This is an optimization exercise on Yosys and OpenROAD, whose aim is small area, a short achievable clock period and few clock cycles, not a production implementation.
Function was checked by simulation only, so behaviour that the tests miss may differ from the original.
Power is estimated from default activity; no workload was simulated.

<file path="design/flow/flow/run.sh">
#!/bin/bash
# The standard layout, with plain buffers on the ports instead of the delay cell that
# buffer_ports picks by default. The full output of the run goes to standard.log.
set -euo pipefail
export BUFFER_PORTS_ARGS="-buffer_cell sky130_fd_sc_hd__buf_1"
bash standard.sh > standard.log 2>&1
</file>
<file path="design/flow/standard.sh">
#!/bin/bash
# synth_recipe.tcl (not shown) runs the flow's synth.tcl, then flattens the netlist and writes it again
# the make line also repeats each setting of config.mk as NAME=value (left out here)
make -C /OpenROAD-flow-scripts/flow DESIGN_CONFIG=/design/flow/config.mk WORK_HOME=/design/flow/orfs CLKGATE_MAP_FILE= SYNTH_SCRIPT=/design/flow/synth_recipe.tcl "${@:-finish}"
</file>
<file path="design/flow/config.mk">
export PLATFORM = sky130hd
export DESIGN_NAME = polygon_fan_triangle_indexer
export DESIGN_NICKNAME = polygon_fan_triangle_indexer
export VERILOG_FILES = /design/flow/design.v
export SDC_FILE = /design/flow/constraint.sdc
export NUM_CORES = 4
export LEC_CHECK = 0
export CAP_MARGIN = 20
export CORE_MARGIN = 2
export CORE_UTILIZATION = 50
export SETUP_SLACK_MARGIN = 1.7
export SLEW_MARGIN = 20
</file>
<file path="design/flow/constraint.sdc">
create_clock -name core_clock -period 4.0 [get_ports {clk}]
set_input_delay 0.8000 -clock core_clock [delete_from_list [all_inputs] [get_ports {clk}]]
set_output_delay 0.8000 -clock core_clock [all_outputs]
set_load 0.01 [all_outputs]
</file>
<file path="design/flow/design.v">
`default_nettype none
package pfti_pkg;
    localparam int IndexBits = 31;
    localparam int CountBits = 16;
    localparam int FaceBits  = 30;
    localparam int PaddrBits = 3;
    localparam int PdataBits = 32;
    localparam logic [PaddrBits-1:0] CfgAddrFlip = 3'd0;
    localparam logic FuncHeader = 1'b0;
    localparam logic FuncVertex = 1'b1;
    localparam logic [1:0] HideNone  = 2'd0;
    localparam logic [1:0] HideFirst = 2'd1;
    localparam logic [1:0] HideLast  = 2'd2;
    localparam logic [1:0] HideBoth  = 2'd3;
    localparam int ItemBits = 1 + CountBits + 1 + IndexBits;
    localparam int ResultBits = 3 * IndexBits + FaceBits + 2 + IndexBits;
    localparam logic [1:0] FAN_SINGLE = 2'd0;
    localparam logic [1:0] FAN_FIRST  = 2'd1;
    localparam logic [1:0] FAN_MIDDLE = 2'd2;
    localparam logic [1:0] FAN_LAST   = 2'd3;
    localparam int JobBits = 3 * IndexBits + FaceBits + 2 + IndexBits + CountBits;
endpackage
`default_nettype wire
`default_nettype none
module polygon_fan_triangle_indexer (
    input  wire                                  clk,
    input  wire                                  rst_n,
    input  wire                                  item_valid,
    output logic                                 item_ready,
    input  wire [pfti_pkg::ItemBits-1:0]         item_data,
    output logic                                 result_valid,
    input  wire                                  result_ready,
    output logic [pfti_pkg::ResultBits-1:0]      result_data,
    input  wire                                  psel,
    input  wire                                  penable,
    input  wire                                  pwrite,
    input  wire [pfti_pkg::PaddrBits-1:0]        paddr,
    input  wire [pfti_pkg::PdataBits-1:0]        pwdata,
    output logic [pfti_pkg::PdataBits-1:0]       prdata,
    output logic                                 pready
);
    localparam int IndexBits = pfti_pkg::IndexBits;
    localparam int CountBits = pfti_pkg::CountBits;
    localparam int FaceBits  = pfti_pkg::FaceBits;
    logic flip_reg;
    logic cfg_write;
    assign pready    = 1'b1;
    assign cfg_write = psel && penable && pwrite && (paddr == pfti_pkg::CfgAddrFlip);
    assign prdata    = {31'b0, flip_reg && (paddr == pfti_pkg::CfgAddrFlip)};
    always_ff @(posedge clk or negedge rst_n)
    begin
        if (!rst_n)
            flip_reg <= 1'b0;
        else if (cfg_write)
            flip_reg <= pwdata[0];
    end
    logic                 item_func;
    logic [CountBits-1:0] item_count;
    logic                 item_hole;
    logic [IndexBits-1:0] item_index;
    assign {item_func, item_count, item_hole, item_index} = item_data;
    logic [FaceBits-1:0]  face_reg;
    logic [IndexBits-1:0] edge_reg;
    logic [CountBits-1:0] span_reg;
    logic                 gt1_reg, gt2_reg, eq3_reg, eq4_reg;
    logic                 live_reg;      
    logic                 stepping_reg;  
    logic [1:0]           pc_reg;        
    logic                 n3_reg;        
    logic                 fan_reg;       
    logic [IndexBits-1:0] ca_reg;
    logic [IndexBits-1:0] cb_reg;
    logic [IndexBits-1:0] cc_reg;
    logic [1:0]           hide_reg;      
    logic [1:0]           hn_reg;        
    logic [1:0]           mode_reg;      
    logic                 pend_reg;      
    logic hold;
    logic stepping;
    logic cut;
    logic take_header;
    logic take_vertex;
    logic emit;
    logic step;              
    logic live_next;
    logic [16:0] edge_lo_sum;
    logic        edge_hi_up;
    logic        carry_reg;      
    logic last;              
    assign hold = pend_reg && !result_ready;
    assign stepping = stepping_reg;
    assign item_ready = (!hold && (item_func == pfti_pkg::FuncVertex || !stepping))
                     || (item_func == pfti_pkg::FuncVertex && !live_reg);
    assign cut = item_valid && !hold && item_func == pfti_pkg::FuncHeader && stepping;
    assign take_header = item_valid && !hold && item_func == pfti_pkg::FuncHeader && !stepping;
    assign take_vertex = item_valid && !hold && item_func == pfti_pkg::FuncVertex && live_reg;
    assign emit        = take_vertex && pc_reg[1] && fan_reg;
    assign step        = take_vertex && pc_reg[1] && !n3_reg;
    assign last        = eq3_reg;
    assign edge_lo_sum = {1'b0, edge_reg[15:0]} + (stepping ? 17'd1 : {1'b0, span_reg});
    assign edge_hi_up  = carry_reg || (step && (&edge_reg[15:0]));
    always_comb
    begin
        case (pc_reg)
            2'd0:    live_next = gt1_reg;
            2'd1:    live_next = gt2_reg;
            default: live_next = !n3_reg && !last;
        endcase
    end
    always_ff @(posedge clk or negedge rst_n)
    begin
        if (!rst_n)
        begin
            face_reg <= '1;
            edge_reg <= '0;
            carry_reg <= 1'b0;
            span_reg <= '0;
            gt1_reg  <= 1'b0;
            gt2_reg  <= 1'b0;
            eq3_reg  <= 1'b0;
            eq4_reg  <= 1'b0;
            pc_reg   <= 2'd0;
            live_reg <= 1'b0;
            stepping_reg <= 1'b0;
            pend_reg <= 1'b0;
        end
        else
        begin
            if (take_header)
            begin
                face_reg <= face_reg + FaceBits'(1);
                span_reg <= item_count;
                gt1_reg  <= (item_count > CountBits'(1));
                gt2_reg  <= (item_count > CountBits'(2));
                eq3_reg  <= (item_count == CountBits'(3));
                eq4_reg  <= (item_count == CountBits'(4));
                pc_reg   <= 2'd0;
                live_reg <= (item_count != '0);
                stepping_reg <= 1'b0;
            end
            else if (cut)
            begin
                live_reg <= 1'b0;
                stepping_reg <= 1'b0;
            end
            else if (take_vertex)
            begin
                live_reg <= live_next;
                stepping_reg <= (pc_reg != 2'd0) && !n3_reg && live_next;
                if (pc_reg != 2'd3)
                    pc_reg <= pc_reg + 2'd1;
                if (step)
                begin
                    span_reg <= span_reg - CountBits'(1);
                    gt1_reg  <= (span_reg > CountBits'(2));
                    gt2_reg  <= (span_reg > CountBits'(3));
                    eq3_reg  <= (span_reg == CountBits'(4));
                    eq4_reg  <= (span_reg == CountBits'(5));
                end
            end
            if (take_header || step)
                edge_reg[15:0] <= edge_lo_sum[15:0];
            if (edge_hi_up)
                edge_reg[30:16] <= edge_reg[30:16] + 15'd1;
            carry_reg <= take_header && edge_lo_sum[16];
            if (!hold)
                pend_reg <= emit;
        end
    end
    always_ff @(posedge clk or negedge rst_n)
    begin
        if (!rst_n)
        begin
            hn_reg   <= 2'd0;
            mode_reg <= 2'd0;
        end
        else if (take_vertex)
        begin
            hn_reg   <= hn_next;
            mode_reg <= mode_next;
        end
    end
    always_ff @(posedge clk)
    begin
        if (take_header)
        begin
            n3_reg   <= (item_count == CountBits'(3));
            fan_reg  <= (item_count >= CountBits'(3)) && !item_hole;
        end
        if (take_vertex)
        begin
            if (!sa_reg[0])
                ca_reg <= ca_next;
            if (!sb_reg[1])
                cb_reg <= cb_next;
            if (!sc_reg[2])
                cc_reg <= cc_next;
            hide_reg  <= hide_next;
        end
    end
    logic [1:0] hide_next;
    logic [1:0] hn_next;
    logic [1:0] mode_next;
    logic [IndexBits-1:0] ca_next, cb_next, cc_next;
    always_comb
    begin
        if (n3_reg)
            hn_next = pfti_pkg::HideNone;
        else if (pc_reg == 2'd1)
            hn_next = pfti_pkg::HideFirst;
        else if (eq4_reg)
            hn_next = pfti_pkg::HideLast;
        else
            hn_next = pfti_pkg::HideBoth;
        hide_next = hn_reg;
        if (!flip_reg)
            mode_next = 2'd0;
        else if (hide_next == pfti_pkg::HideFirst)
            mode_next = 2'd2;
        else if (hide_next == pfti_pkg::HideLast)
            mode_next = 2'd3;
        else
            mode_next = 2'd1;
        ca_next = ({IndexBits{sa_reg[1]}} & cb_reg) | ({IndexBits{sa_reg[2]}} & cc_reg)
                | ({IndexBits{sa_reg[3]}} & item_index);
        cb_next = ({IndexBits{sb_reg[0]}} & ca_reg) | ({IndexBits{sb_reg[2]}} & cc_reg)
                | ({IndexBits{sb_reg[3]}} & item_index);
        cc_next = ({IndexBits{sc_reg[0]}} & ca_reg) | ({IndexBits{sc_reg[1]}} & cb_reg)
                | ({IndexBits{sc_reg[3]}} & item_index);
    end
    localparam logic [3:0] SrcA = 4'b0001;
    localparam logic [3:0] SrcB = 4'b0010;
    localparam logic [3:0] SrcC = 4'b0100;
    localparam logic [3:0] SrcX = 4'b1000;
    function automatic logic [11:0] sources(input logic pc0, input logic [1:0] mode,
                                            input logic [1:0] hn, input logic flip);
        logic [1:0] mn;
        logic [3:0] o_src, u_src;
        if (!flip)
            mn = 2'd0;
        else if (hn == pfti_pkg::HideFirst)
            mn = 2'd2;
        else if (hn == pfti_pkg::HideLast)
            mn = 2'd3;
        else
            mn = 2'd1;
        case (mode)
            2'd0:    begin o_src = SrcA; u_src = SrcB; end
            2'd1:    begin o_src = SrcA; u_src = SrcC; end
            2'd2:    begin o_src = SrcC; u_src = SrcB; end
            default: begin o_src = SrcB; u_src = SrcA; end
        endcase
        if (pc0)
            o_src = SrcX;
        case (mn)
            2'd0:    sources = {o_src, SrcX,  u_src};
            2'd1:    sources = {o_src, u_src, SrcX};
            2'd2:    sources = {u_src, SrcX,  o_src};
            default: sources = {SrcX,  o_src, u_src};
        endcase
    endfunction
    logic [3:0]  sa_reg, sb_reg, sc_reg;
    logic [3:0]  sa_d, sb_d, sc_d;
    logic        flip_d;
    logic [11:0] src_vertex, src_header, src_idle;
    assign flip_d     = cfg_write ? pwdata[0] : flip_reg;
    assign src_vertex = sources(1'b0, mode_next, hn_next, flip_d);
    assign src_header = sources(1'b1, mode_reg, hn_reg, flip_d);
    assign src_idle   = sources(pc_reg == 2'd0, mode_reg, hn_reg, flip_d);
    assign {sa_d, sb_d, sc_d} = take_vertex ? src_vertex
                              : take_header ? src_header : src_idle;
    always_ff @(posedge clk)
    begin
        sa_reg <= sa_d;
        sb_reg <= sb_d;
        sc_reg <= sc_d;
    end
    assign result_valid = pend_reg;
    assign result_data  = {ca_reg, cb_reg, cc_reg, face_reg, hide_reg, edge_reg};
endmodule
`default_nettype wire
</file>
==> results of run 1 <==
-- layout make-up --
class,count,area (um^2)
Inverter,116,464.2
Multi-Input combinational cell,667,4951
Fill cell,1801,7929
Clock inverter,9,53.80
Sequential cell,201,5497
Timing Repair inverter,1,11.26
Timing Repair Buffer,265,1195
Clock buffer,33,643.1
Tap cell,275,344.1
-- worst min-delay path by stage --
| stage | from | to | slack (ns) | cells after the start |
|---|---|---|---|---|
| floorplan | fan_reg | pend_reg | 0.43 | 1 |
| global placement | face_reg[1] | face_reg[1] | 0.46 | 2 |
| detailed placement | fan_reg | pend_reg | 0.45 | 1 |
| CTS | rst_n | span_reg[10] | 0.26 | 1 |
| global route | rst_n | span_reg[10] | 0.29 | 1 |
| finish | rst_n | span_reg[10] | 0.26 | 1 |
-- cells in the final DEF, fill, tap and decap left out, types with 6 or more instances in the layout --
cell                          n
sky130_fd_sc_hd__edfxtp_1    97
sky130_fd_sc_hd__and3_1      10
sky130_fd_sc_hd__nor3_1      16
sky130_fd_sc_hd__xor2_1      28
sky130_fd_sc_hd__clkinv_1     6
sky130_fd_sc_hd__a21oi_1     27
sky130_fd_sc_hd__dfrtp_1     59
sky130_fd_sc_hd__nand4_1     19
sky130_fd_sc_hd__conb_1      32
sky130_fd_sc_hd__buf_1      214
sky130_fd_sc_hd__buf_4       45
sky130_fd_sc_hd__nor2b_2      7
sky130_fd_sc_hd__xnor2_1     39
sky130_fd_sc_hd__o21ai_1      7
sky130_fd_sc_hd__nor4_1       6
sky130_fd_sc_hd__a222oi_1    93
sky130_fd_sc_hd__a31oi_1      7
sky130_fd_sc_hd__clkbuf_16   23
sky130_fd_sc_hd__dfstp_2     30
sky130_fd_sc_hd__ha_1        17
sky130_fd_sc_hd__nand2b_1    10
sky130_fd_sc_hd__nor2_1      59
sky130_fd_sc_hd__ha_4        10
sky130_fd_sc_hd__inv_1      108
sky130_fd_sc_hd__nand2_1     79
sky130_fd_sc_hd__clkbuf_1     7
sky130_fd_sc_hd__o21ai_0     36
sky130_fd_sc_hd__a21o_1       9
sky130_fd_sc_hd__nand3_1     23
sky130_fd_sc_hd__dfxtp_1     12
sky130_fd_sc_hd__nor2b_1      7
-- routing by layer --
metal  GRT usage, %  vias to the layer above  part of all wire (%)
met2          39.80                      411                    47
met3          4.066                       37                   8.4
met4          6.075                        0                   1.7
li1               -                     4266                     -
met1          33.42                     4236                    43
met5              0                        -                     0
-- stage by stage --
stage               hold slack (ns)  setup WS [ns]  power (mW)  std cells
floorplan                    0.4259          1.458       4.704       1068
global placement             0.4631          1.028       5.361       1494
detailed placement           0.4499          1.011       5.401       1494
CTS                          0.2647          1.667       7.456       1544
global route                 0.2911          1.635       8.131       1567
finish                       0.2601          1.700       7.676       1567
-- power groups by stage --
stage / Sequential, mW / Combinational (mW) / Clock (mW)
final: 2.95 / 2.77 / 1.96
after floorplan: 2.96 / 1.74 / 0
after CTS: 2.93 / 2.51 / 2.01
after global placement: 2.97 / 2.39 / 0
after detailed placement: 2.97 / 2.43 / 0
after global routing: 2.99 / 3.05 / 2.09
-- what timing repair did --
action,in CTS,in global routing
cloned,0,1
setup endpoints to repair,48,34
gates resized for setup,21,58
buffers inserted,8,22
pin swaps,8,21
-- cell families after synthesis --
group | Yosys count | share of synthesized area, %
simple gates | 297 | 14.24
compound gates | 236 | 16.94
flops | 201 | 50.82
buf+inv | 200 | 8.416
xor+xnor | 67 | 5.430
fa+ha+maj | 33 | 3.890
other cells | 2 | 0.06949
mux | 2 | 0.1968
==> impl_summary.log, run 1 <==
INFO  metric max_clock_freq = ~430 MHz
INFO  metric vias = 8950
INFO  metric report.final.hold_viol_count = 0
INFO  metric areaGrowthSynthToFinish = 21.75%
INFO  metric final_layout_size_suffix_gt1_share = around 16%
INFO  metric numCtsBuffers = 23
INFO  metric gp_congestion = roughly 0.86
INFO  metric cp_max_fo = 7
INFO  metric core-area = between 20000 and 25000 um^2
INFO  metric switching_share = a little over a third
INFO  metric power.switching = roughly 2.8 mW
INFO  metric clock_path_buffers = 3
INFO  metric delay_of_the_slowest_cell_on_the_worst_path = slightly above 0.3 ns
INFO  metric post_route_antenna_net_violation_count = 0
INFO  metric max_cap_viol_count = 0
INFO  metric worst_r2r_startpoint = stepping_reg
INFO  metric cts.sink_count = about 200
INFO  metric initial_core_util = roughly 51%
INFO  metric detailed_place.area = around 12000 um^2
INFO  metric ctsHtreeMaxLevel = 1
INFO  metric critical_path.slowest_cell = sky130_fd_sc_hd__a311oi_1
INFO  metric syn-cell-area = 10810 um^2
INFO  metric drt_first_pass_iters = 10
INFO  metric io_buffers = 218
INFO  metric timing.critical_path.from = paddr[1]
INFO  metric global_route_wire_length_before_repair = ~44 mm
INFO  metric crit_family = simple AND/OR/NAND/NOR gates
INFO  metric regToRegEndpoint = edge_reg[14]
INFO  metric setup-tns-final = 0 ns
INFO  metric cp.required = about 4.4 ns
INFO  metric fin_nets = ~1400
INFO  metric detail_route.wirelength = just under 30 mm
INFO  metric placementRows = 53
INFO  metric largest_net_degree_at_the_start_of_global_routing = 60
INFO  metric finalSetupViolCount = 0
INFO  metric flop_pwr_share = 38.4%
INFO  metric maxSlewViolCount = 0
INFO  metric routed_via_density = between 5 and 6
INFO  metric yosysWarnings = 1
INFO  metric dieArea = 22810 um^2
INFO  metric cells_along_the_critical_path = buf_1, nor3_4, nand3_2, and2_4, or2_4, inv_4, ha_4, nor3b_4, nand2_1, nor2_1, a311oi_1, a31oi_1
INFO  metric yosys.cell_types.count = 78
INFO  metric power.density = a little under 600 nW/um^2
INFO  metric ys_seq_elements = 201
INFO  metric critical_path.n_buffers_inverters = 2
INFO  metric root_buffer = sky130_fd_sc_hd__clkbuf_16
INFO  metric leakage = 5.426 nW
INFO  metric grt.total_usage = 24.16%
INFO  metric grt_remaining_overflow = 0
INFO  metric antenna_found_initial = 0
INFO  metric rrSetupSlack = 1.71 ns
INFO  metric finish.utilization = ~62%
INFO  metric synth_largest_type_area_fraction = 26.95%
INFO  metric design.portCount = about 280
INFO  metric cts.clk_slew.worst_paths = about 0.06 ns
INFO  metric power.combinational.fraction = a little over a third
INFO  metric diodes = 0
INFO  metric timing.critical_path.to = sc_reg[0]
INFO  metric most_frequently_used_flop_master_after_synthesis = sky130_fd_sc_hd__edfxtp_1
INFO  metric per_cell_routed_wire_length = around 19 um
INFO  metric first_global_vias = roughly 8300
INFO  metric synthTopCellsByArea = sky130_fd_sc_hd__edfxtp_1 27%, sky130_fd_sc_hd__dfrtp_1 14%, sky130_fd_sc_hd__a222oi_1 8.6%
INFO  metric timing.hold.worst.class = in2async
INFO  metric syn-instance-count = approximately 1000
INFO  metric timing.max_slew.rel_slack = between 50 and 60%
INFO  metric die-width = between 150 and 200 um
INFO  metric drc = 0
INFO  metric worst-endpoint-arrival = ~2.7 ns
INFO  metric hold_fix_buffers_at_cts = 0
INFO  metric critical_path.startpoint_type = primary input
INFO  metric synth.cells.most_frequent = 114 x sky130_fd_sc_hd__inv_1, 97 x sky130_fd_sc_hd__edfxtp_1, 93 x sky130_fd_sc_hd__a222oi_1
INFO  metric worstSetupPathType = in2reg
INFO  metric p_clk_share = about a quarter
INFO  metric yosys.cell_count.top_type = sky130_fd_sc_hd__inv_1
INFO  metric setup.worst_path.end_class = flip-flop
INFO  metric grt_setup_unrepaired = true
INFO  metric share_of_the_clock_period_used_by_the_worst_path_after_layout = around 58%
INFO  metric die_height = roughly 150 um
INFO  metric drtIter0Drc = around 990
INFO  metric worst_tran_pin_value = a little over 0.6 ns
INFO  metric synth_edf_count = between 90 and 100
INFO  metric worst_clock_skew = 0.01256 ns
INFO  metric power.internal = around 4.9 mW
INFO  metric outcome = no timing/DRC/antenna violations
INFO  metric synth_async_sr_flop_share = between 40% and 50%
INFO  metric timing.critical_path.depth = 12
INFO  metric final_design_area_no_fill = about 13000 um^2
INFO  metric synth_area_leader_cell = sky130_fd_sc_hd__edfxtp_1
INFO  metric dpl.hpwl = between 15 and 20 mm
INFO  metric yosysSeqAreaShare = between 50% and 60%
INFO  metric clock_latency = 0.52 ns
INFO  metric maximum_resistive_drop_on_vdd = approximately 0.45 mV
INFO  metric fin_crit = 2.300 ns
INFO  metric clock_tree_from_tritoncts = yes
INFO  metric synth_area_per_cell = about 10 um^2
INFO  metric worst_r2r_path_depth = 10
Testbench counts, summed over its fixed seeds: cycles 38,260.
==> inputs of run 2 (changes only) <==
--- a/design/flow/config.mk
+++ b/design/flow/config.mk
@@ -9,4 +9,6 @@
 export CORE_MARGIN = 2
 export CORE_UTILIZATION = 50
+export CTS_CLUSTER_DIAMETER = 150
+export CTS_CLUSTER_SIZE = 22
 export SETUP_SLACK_MARGIN = 1.7
 export SLEW_MARGIN = 20
==> impl_summary.log, run 2 <==
INFO  metric outcome = no timing/DRC/antenna violations
INFO  metric syn-instance-count = 1038 (unchanged)
INFO  metric drtIter0Drc = 912 (-7.8%)
INFO  metric share_of_the_clock_period_used_by_the_worst_path_after_layout = 57.73% (+0.23 points)
INFO  metric cp_common_cell = sky130_fd_sc_hd__buf_6
INFO  metric cp_max_fo = 3 (-4)
INFO  metric drc = 0 (unchanged)
INFO  metric die-width = 151.0 um (unchanged)
INFO  metric placementRows = 53 (unchanged)
INFO  metric most_frequently_used_flop_master_after_synthesis = sky130_fd_sc_hd__edfxtp_1
INFO  metric synth_area_leader_cell = sky130_fd_sc_hd__edfxtp_1
INFO  metric timing.max_slew.rel_slack = 58.74% (-0.66 points)
INFO  metric worst_tran_pin_value = 0.6160 ns (+0.009810 ns)
INFO  metric synthTopCellsByArea = sky130_fd_sc_hd__edfxtp_1 27%, sky130_fd_sc_hd__dfrtp_1 14%, sky130_fd_sc_hd__a222oi_1 8.6%
INFO  metric ys_seq_elements = 201 (unchanged)
INFO  metric design.portCount = 282 (unchanged)
INFO  metric synth.cells.most_frequent = 114 x sky130_fd_sc_hd__inv_1, 97 x sky130_fd_sc_hd__edfxtp_1, 93 x sky130_fd_sc_hd__a222oi_1
INFO  metric grt.total_usage = 23.94% (-0.22 points)
INFO  metric critical_path.startpoint_type = primary input
INFO  metric vias = 8895 (-0.61%)
INFO  metric cts.clk_slew.worst_paths = 0.10 ns (+0.04 ns)
INFO  metric antenna_found_initial = 0 (unchanged)
INFO  metric core-area = 21090 um^2 (unchanged)
INFO  metric fin_nets = 1386 (-0.93%)
INFO  metric n_fill_cell = 1834 (+1.8%)
INFO  metric worstSetupPathType = in2out
INFO  metric delay_of_the_slowest_cell_on_the_worst_path = 0.23 ns (-0.08 ns)
INFO  metric power.density = 555.8 nW/um^2 (-4.7%)
INFO  metric setup-tns-final = 0 ns (unchanged)
INFO  metric yosys.cell_count.top_type = sky130_fd_sc_hd__inv_1
INFO  metric fin_crit = 2.309 ns (+0.009140 ns)
INFO  metric die_height = 151.0 um (unchanged)
INFO  metric io_buffers = 218 (unchanged)
INFO  metric regArea = 5498 um^2 (about the same)
INFO  metric per_cell_routed_wire_length = 18.73 um (+0.35%)
INFO  metric final_layout_size_suffix_gt1_share = 15.29% (-0.81 points)
INFO  metric dpl.hpwl = 19.08 mm (unchanged)
INFO  metric syn-cell-area = 10810 um^2 (unchanged)
INFO  metric detail_route.wirelength = 28.92 mm (-1.1%)
INFO  metric initial_core_util = 51.25% (unchanged)
INFO  metric routed_via_density = 5.761 (+0.87%)
INFO  metric critical_path.n_buffers_inverters = 3 (+1)
INFO  metric maxSlewViolCount = 0 (unchanged)
INFO  metric yosys.cell_types.count = 78 (unchanged)
INFO  metric finalSetupViolCount = 0 (unchanged)
INFO  metric clock_tree_from_tritoncts = yes
INFO  metric numCtsBuffers = 13 (-43%)
INFO  metric detailed_place.area = 11880 um^2 (unchanged)
INFO  metric multiInputGateArea = 5029 um^2 (+1.6%)
INFO  metric grt_remaining_overflow = 0 (unchanged)
INFO  metric areaGrowthSynthToFinish = 19.45%
INFO  metric leakage = 5.273 nW (-2.8%)
INFO  metric crit_family = simple AND/OR/NAND/NOR gates
INFO  metric maximum_resistive_drop_on_vdd = 0.3420 mV (-24%)
INFO  metric grt_setup_unrepaired = true
INFO  metric cells_along_the_critical_path = buf_6, nor3_4, buf_4, and2_4, buf_6
INFO  metric post_route_antenna_net_violation_count = 0 (unchanged)
INFO  metric report.final.hold_viol_count = 0 (unchanged)
INFO  metric timing.hold.worst.class = in2async
INFO  metric cts.sink_count = 201 (unchanged)
INFO  metric setup.worst_path.end_class = primary output
INFO  metric cp.required = 3.20 ns (-1.18 ns)
INFO  metric critical_path.slowest_cell = sky130_fd_sc_hd__nor3_4
INFO  metric synth_async_sr_flop_share = 45.77% (unchanged)
INFO  metric layout.cells.most_common_list = 212 x sky130_fd_sc_hd__buf_1, 109 x sky130_fd_sc_hd__inv_1, 97 x sky130_fd_sc_hd__edfxtp_1
INFO  metric synth_largest_type_area_fraction = 26.95% (unchanged)
INFO  metric clock_path_buffers = 3 (unchanged)
INFO  metric worst_clock_skew = 0.03153 ns (+0.01896 ns)
INFO  metric ctsHtreeMaxLevel = 1 (unchanged)
INFO  metric most_frequent_standard_cell_in_the_layout_excluding_fill_and_tap_cells = sky130_fd_sc_hd__buf_1
INFO  metric gp_congestion = 0.8555 (unchanged)
INFO  metric yosysWarnings = 1 (unchanged)
INFO  metric drt_first_pass_iters = 12 (+2)
INFO  metric dieArea = 22810 um^2 (unchanged)
INFO  metric first_global_vias = 8217 (-1.1%)
INFO  metric max_clock_freq = 433.1 MHz (-0.40%)
INFO  metric worst-endpoint-arrival = 1.51 ns (-1.17 ns)
INFO  metric yosysSeqAreaShare = 50.82% (unchanged)
INFO  metric max_cap_viol_count = 0 (unchanged)
INFO  metric synth_area_per_cell = 10.41 um^2 (unchanged)
INFO  metric global_route_wire_length_before_repair = 43.70 mm (-0.64%)
INFO  metric final_design_area_no_fill = 12910 um^2 (-1.9%)
INFO  metric diodes = 0 (unchanged)
INFO  metric synth_edf_count = 97 (unchanged)
INFO  metric clock_latency = 0.48 ns (-0.04 ns)
INFO  metric root_buffer = sky130_fd_sc_hd__clkbuf_16
INFO  metric largest_net_degree_at_the_start_of_global_routing = 60 (unchanged)
run 2: path summary, 6_finish.rpt:
kind                                  start            to  slack [ns]  cells after the start
worst max-delay path               paddr[1]     prdata[0]        1.69                      5
worst min-delay path                  rst_n  span_reg[10]        0.29                      1
worst max register to register  span_reg[4]  edge_reg[13]        1.71                      8
worst min register to register      fan_reg      pend_reg        0.46                      1
max in group asynchronous             rst_n  face_reg[25]        2.87                      2
min in group core_clock             fan_reg      pend_reg        0.46                      1
run 2: kinds of logic (layout without fill, tap and decap cells):
logic type	count (synthesis)	in the layout	synth area share (%)
other cells	2	32	0.06949
xor+xnor	67	67	5.430
flops	201	201	50.82
simple gates	297	297	14.24
fa+ha+maj	33	33	3.890
buf+inv	200	401	8.416
compound gates	236	236	16.94
mux	2	2	0.1968
run 2: cell type report:
cell class | count | share of cell area [%]
well taps | 275 | 2.665
multi-input cells | 667 | 38.95
flip-flops and latches | 201 | 42.59
repair buffers | 263 | 9.256
clock inverters | 2 | 0.2229
clock buffers | 20 | 2.723
inverters | 116 | 3.596
run 2: per-stage QoR:
step / setup WS (ns) / hold slack [ns] / power, mW / std cells / utilization, %
after floorplan: 1.458 / 0.4259 / 4.704 / 1068 / -
after global placement: 1.028 / 0.4631 / 5.361 / 1494 / 56.31
after detailed placement: 1.011 / 0.4499 / 5.401 / 1494 / 56.31
after CTS: 1.626 / 0.3014 / 6.889 / 1527 / 59.14
after global routing: 1.618 / 0.3236 / 7.605 / 1544 / 61.22
final: 1.691 / 0.2861 / 7.175 / 1544 / 61.22
run 2: timing repair:
item | 4_1_cts | 5_1_grt
gates resized for setup | 30 | 69
buffers inserted | 11 | 17
endpoints found under the setup margin | 51 | 34
hold buffers | 0 | 0
pin swaps | 19 | 23
run 2: power breakdown:
| part | total [mW] | internal [mW] | switching [mW] |
|---|---|---|---|
| clock network | 1.35 | 0.630 | 0.715 |
| logic | 2.88 | 1.22 | 1.66 |
| registers | 2.95 | 2.59 | 0.363 |
run 2: metal layers:
metal,GRT usage (%),wire length [um]
met1,33.48,12690
met2,39.98,13560
met4,4.766,546
met3,3.584,2126
met5,0,0
==> inputs of run 3 (changes only) <==
--- a/design/flow/config.mk
+++ b/design/flow/config.mk
@@ -10,5 +10,5 @@
 export CORE_UTILIZATION = 50
 export CTS_CLUSTER_DIAMETER = 150
-export CTS_CLUSTER_SIZE = 22
+export CTS_CLUSTER_SIZE = 26
 export SETUP_SLACK_MARGIN = 1.7
 export SLEW_MARGIN = 20
==> impl_summary.log, run 3 <==
INFO  metric outcome = no timing/DRC/antenna violations
INFO  metric crit_family = simple AND/OR/NAND/NOR gates
INFO  metric numCtsBuffers = 11 (-2)
INFO  metric most_frequently_used_flop_master_after_synthesis = sky130_fd_sc_hd__edfxtp_1
INFO  metric detail_route.wirelength = 29.07 mm (+0.52%)
INFO  metric cells_along_the_critical_path = buf_6, nor3_4, buf_4, and2_4, buf_6
INFO  metric share_of_the_clock_period_used_by_the_worst_path_after_layout = 57.64% (-0.092 points)
INFO  metric ctsHtreeMaxLevel = 1 (unchanged)
INFO  metric delay_of_the_slowest_cell_on_the_worst_path = 0.23 ns (about the same)
INFO  metric power.density = 542.1 nW/um^2 (-2.5%)
INFO  metric syn-instance-count = 1038 (unchanged)
INFO  metric clock_path_buffers = 3 (unchanged)
INFO  metric grt_remaining_overflow = 0 (unchanged)
INFO  metric report.final.hold_viol_count = 0 (unchanged)
INFO  metric timing.hold.worst.class = in2async
INFO  metric cp.required = 3.20 ns (about the same)
INFO  metric ys_seq_elements = 201 (unchanged)
INFO  metric worst_clock_skew = 0.01586 ns (-0.01567 ns)
INFO  metric n_fill_cell = 1854 (+1.1%)
INFO  metric antenna_found_initial = 0 (unchanged)
INFO  metric finished_layout_cells = 1547 (+0.19%)
INFO  metric dpl_worst_slack = 1.011 ns (unchanged)
INFO  metric syn-cell-area = 10810 um^2 (unchanged)
INFO  metric yosysWarnings = 1 (unchanged)
INFO  metric timing.critical_path.from = paddr[1]
INFO  metric global_route_wire_length_before_repair = 43.53 mm (-0.39%)
INFO  metric gr-usage-met1 = 33.53% (+0.046 points)
INFO  metric routed_via_density = 5.751 (-0.17%)
INFO  metric dpl.hpwl = 19.08 mm (unchanged)
INFO  metric worst-endpoint-arrival = 1.51 ns (about the same)
INFO  metric diodes = 0 (unchanged)
INFO  metric setup.worst_path.end_class = primary output
INFO  metric worst_r2r_startpoint = stepping_reg
INFO  metric fin_nets = 1392 (+0.43%)
INFO  metric grt_most_used_layer = met2
INFO  metric per_cell_routed_wire_length = 18.79 um (+0.32%)
INFO  metric regToRegEndpoint = edge_reg[14]
INFO  metric power_total = 6.973 mW (-2.8%)
INFO  metric worst_r2r_path_depth = 10 (+2)
INFO  metric synth.cells.most_frequent = 114 x sky130_fd_sc_hd__inv_1, 97 x sky130_fd_sc_hd__edfxtp_1, 93 x sky130_fd_sc_hd__a222oi_1
INFO  metric die-width = 151.0 um (unchanged)
INFO  metric maximum_resistive_drop_on_vdd = 0.3710 mV (+8.5%)
INFO  metric drt_first_pass_iters = 13 (+1)
INFO  metric cts.clk_slew.worst_paths = 0.10 ns (about the same)
INFO  metric grt_setup_unrepaired = true
INFO  metric max_cap_viol_count = 0 (unchanged)
INFO  metric worst_tran_pin_value = 0.6086 ns (-0.007415 ns)
INFO  metric leakage = 5.274 nW (about the same)
INFO  metric max_clock_freq = 433.7 MHz (+0.16%)
INFO  metric layout.cells.most_common_list = 212 x sky130_fd_sc_hd__buf_1, 108 x sky130_fd_sc_hd__inv_1, 97 x sky130_fd_sc_hd__edfxtp_1
INFO  metric io_buffers = 218 (unchanged)
INFO  metric critical_path.n_buffers_inverters = 3 (unchanged)
INFO  metric worstSetupPathType = in2out
INFO  metric yosysSeqAreaShare = 50.82% (unchanged)
INFO  metric cp_common_cell = sky130_fd_sc_hd__buf_6
INFO  metric final_layout_size_suffix_gt1_share = 15.72% (+0.44 points)
INFO  metric synth_area_leader_cell = sky130_fd_sc_hd__edfxtp_1
INFO  metric gr-usage-met2 = 39.55% (-0.43 points)
INFO  metric grt_use_met3 = 3.163% (-0.42 points)
INFO  metric rrSetupSlack = 1.71 ns (about the same)
INFO  metric synth_area_per_cell = 10.41 um^2 (unchanged)
INFO  metric clock_latency = 0.47 ns (about the same)
INFO  metric maxSlewViolCount = 0 (unchanged)
INFO  metric synthTopCellsByArea = sky130_fd_sc_hd__edfxtp_1 27%, sky130_fd_sc_hd__dfrtp_1 14%, sky130_fd_sc_hd__a222oi_1 8.6%
INFO  metric fin_ws = 1.695 ns (+0.003670 ns)
INFO  metric largest_net_degree_at_the_start_of_global_routing = 60 (unchanged)
INFO  metric first_global_vias = 8202 (-0.18%)
INFO  metric design.portCount = 282 (unchanged)
INFO  metric post_route_antenna_net_violation_count = 0 (unchanged)
INFO  metric clock_tree_from_tritoncts = yes
INFO  metric grt.total_usage = 23.83% (-0.11 points)
INFO  metric yosys.cell_count.top_type = sky130_fd_sc_hd__inv_1
INFO  metric drtIter0Drc = 887 (-2.7%)
INFO  metric areaGrowthSynthToFinish = 19.02%
INFO  metric setup-tns-final = 0 ns (unchanged)
INFO  metric die_height = 151.0 um (unchanged)
INFO  metric critical_path.slowest_cell = sky130_fd_sc_hd__nor3_4
INFO  metric gp_congestion = 0.8555 (unchanged)
INFO  metric timing.max_slew.rel_slack = 59.24% (+0.50 points)
INFO  metric root_buffer = sky130_fd_sc_hd__clkbuf_16
INFO  metric synth_edf_count = 97 (unchanged)
INFO  metric critical_path.startpoint_type = primary input
INFO  metric synth_largest_type_area_fraction = 26.95% (unchanged)
INFO  metric finish.utilization = 61.00% (-0.22 points)
INFO  metric cp_max_fo = 3 (unchanged)
INFO  metric initial_core_util = 51.25% (unchanged)
INFO  metric yosys.cell_types.count = 78 (unchanged)
INFO  metric dieArea = 22810 um^2 (unchanged)
INFO  metric synth_async_sr_flop_share = 45.77% (unchanged)
INFO  metric fin_crit = 2.305 ns (-0.003670 ns)
INFO  metric cts.sink_count = 201 (unchanged)
INFO  metric drc = 0 (unchanged)
INFO  metric placementRows = 53 (unchanged)
INFO  metric core-area = 21090 um^2 (unchanged)
INFO  metric vias = 8897 (+0.022%)
INFO  metric finalSetupViolCount = 0 (unchanged)
INFO  metric placedCellCount = 1494 (unchanged)
INFO  metric most_frequent_standard_cell_in_the_layout_excluding_fill_and_tap_cells = sky130_fd_sc_hd__buf_1
run 3: cell counts after synthesis:
No cell type changed its count.
run 3: worst reg2reg max path, stage by stage (launching register included):
cell and delay (ns):
sky130_fd_sc_hd__dfrtp_2 0.48, sky130_fd_sc_hd__or2_4 0.28, sky130_fd_sc_hd__ha_4 0.16, sky130_fd_sc_hd__inv_2 0.05, sky130_fd_sc_hd__fa_2 0.19, sky130_fd_sc_hd__nand2b_4 0.13
sky130_fd_sc_hd__a21oi_2 0.06, sky130_fd_sc_hd__o21ai_2 0.24, sky130_fd_sc_hd__nand2_2 0.10, sky130_fd_sc_hd__a211o_1 0.26, sky130_fd_sc_hd__a32o_2 0.24
run 3: stage by stage:
stage / hold slack, ns / cell area [um^2]
after floorplan: 0.4259 / 11100
final: 0.2973 / 12860
after CTS: 0.3108 / 12370
after global placement: 0.4631 / 11880
after detailed placement: 0.4499 / 11880
after global routing: 0.3249 / 12860
run 3: layout make-up:
| type | count | area [um^2] | area share (%) |
|---|---|---|---|
| Multi-Input combinational cell | 667 | 4996 | 38.84 |
| Clock buffer | 16 | 294.0 | 2.286 |
| Timing Repair Buffer | 270 | 1247 | 9.698 |
| Tap cell | 275 | 344.1 | 2.675 |
| Inverter | 116 | 464.2 | 3.609 |
| Sequential cell | 201 | 5498 | 42.74 |
| Clock inverter | 1 | 8.758 | 0.06809 |
| Timing Repair inverter | 1 | 11.26 | 0.08754 |
run 3: timing repair:
item,CTS,global route
endpoints found under the hold margin,0,0
endpoints found under the setup margin,53,34
hold buffers,0,0
pin swaps,8,33
cloned,0,1
gates resized for setup,28,67
setup buffers,9,26
run 3: power breakdown:
group / total, mW / leakage, nW / internal, mW / switching [mW]
Sequential: 2.95 / 2.08 / 2.59 / 0.362
Clock: 1.19 / 0.146 / 0.522 / 0.663
Combinational: 2.84 / 3.05 / 1.20 / 1.64
run 3: worst max-delay path by stage:
stage	end	slack, ns	depth (start not counted)
final	prdata[0]	1.69	5
after global routing	edge_reg[29]	1.59	6
after CTS	edge_reg[14]	1.64	10
after detailed placement	face_reg[29]	1.01	6
after global placement	face_reg[29]	1.03	6
after floorplan	sb_reg[0]	1.46	12
run 3: logic make-up after synthesis:
kind of cell,after synthesis,synth area share [%]
multiplexers,2,0.1968
flip-flops,201,50.82
AND/OR/NAND/NOR,297,14.24
buffers and inverters,200,8.416
adder cells (fa/ha/maj),33,3.890
AO/OA/AOI/OAI,236,16.94
other,2,0.06949
XOR/XNOR,67,5.430
run 3: metal layers:
metal / vias up / share of wire [%]
met5: - / 0
met4: 0 / 2.1
met3: 42 / 8.0
met2: 356 / 47
met1: 4271 / 43
li1: 4228 / -

separate check: timing with driven ports:
How much do the figures lean on ideal ports? The routed layouts below were timed once more, with nothing changed but the port constraints.
Step 1 assumes that a clkbuf_16 drives the clock port and a buf_2 every other input.
Step 2 also shifts input and output timing later by t, the mid clock arrival at the registers, as if the neighbouring blocks saw the same clock.
Three values: ideal ports, drivers, drivers and shift; two values: the first two.
run | t, ns | setup WS [ns] | worst setup path at the end | worst register clock-pin slew, ns | worst slew at a driven data input, ns
run 1 | 0.560 | 1.700 / 1.677 / 1.166 | input to register | 0.06 / 0.06 | 0.06
run 2 | 0.510 | 1.691 / 1.655 / 1.258 | input to register | 0.10 / 0.10 | 0.06
run 3 | 0.503 | 1.695 / 1.659 / 1.242 | input to register | 0.10 / 0.10 | 0.06
After both steps setup and hold are still met in every run listed. For run 1, which loses most, drivers alone change the setup slack by -0.023 ns; drivers and shift together by -0.534 ns.
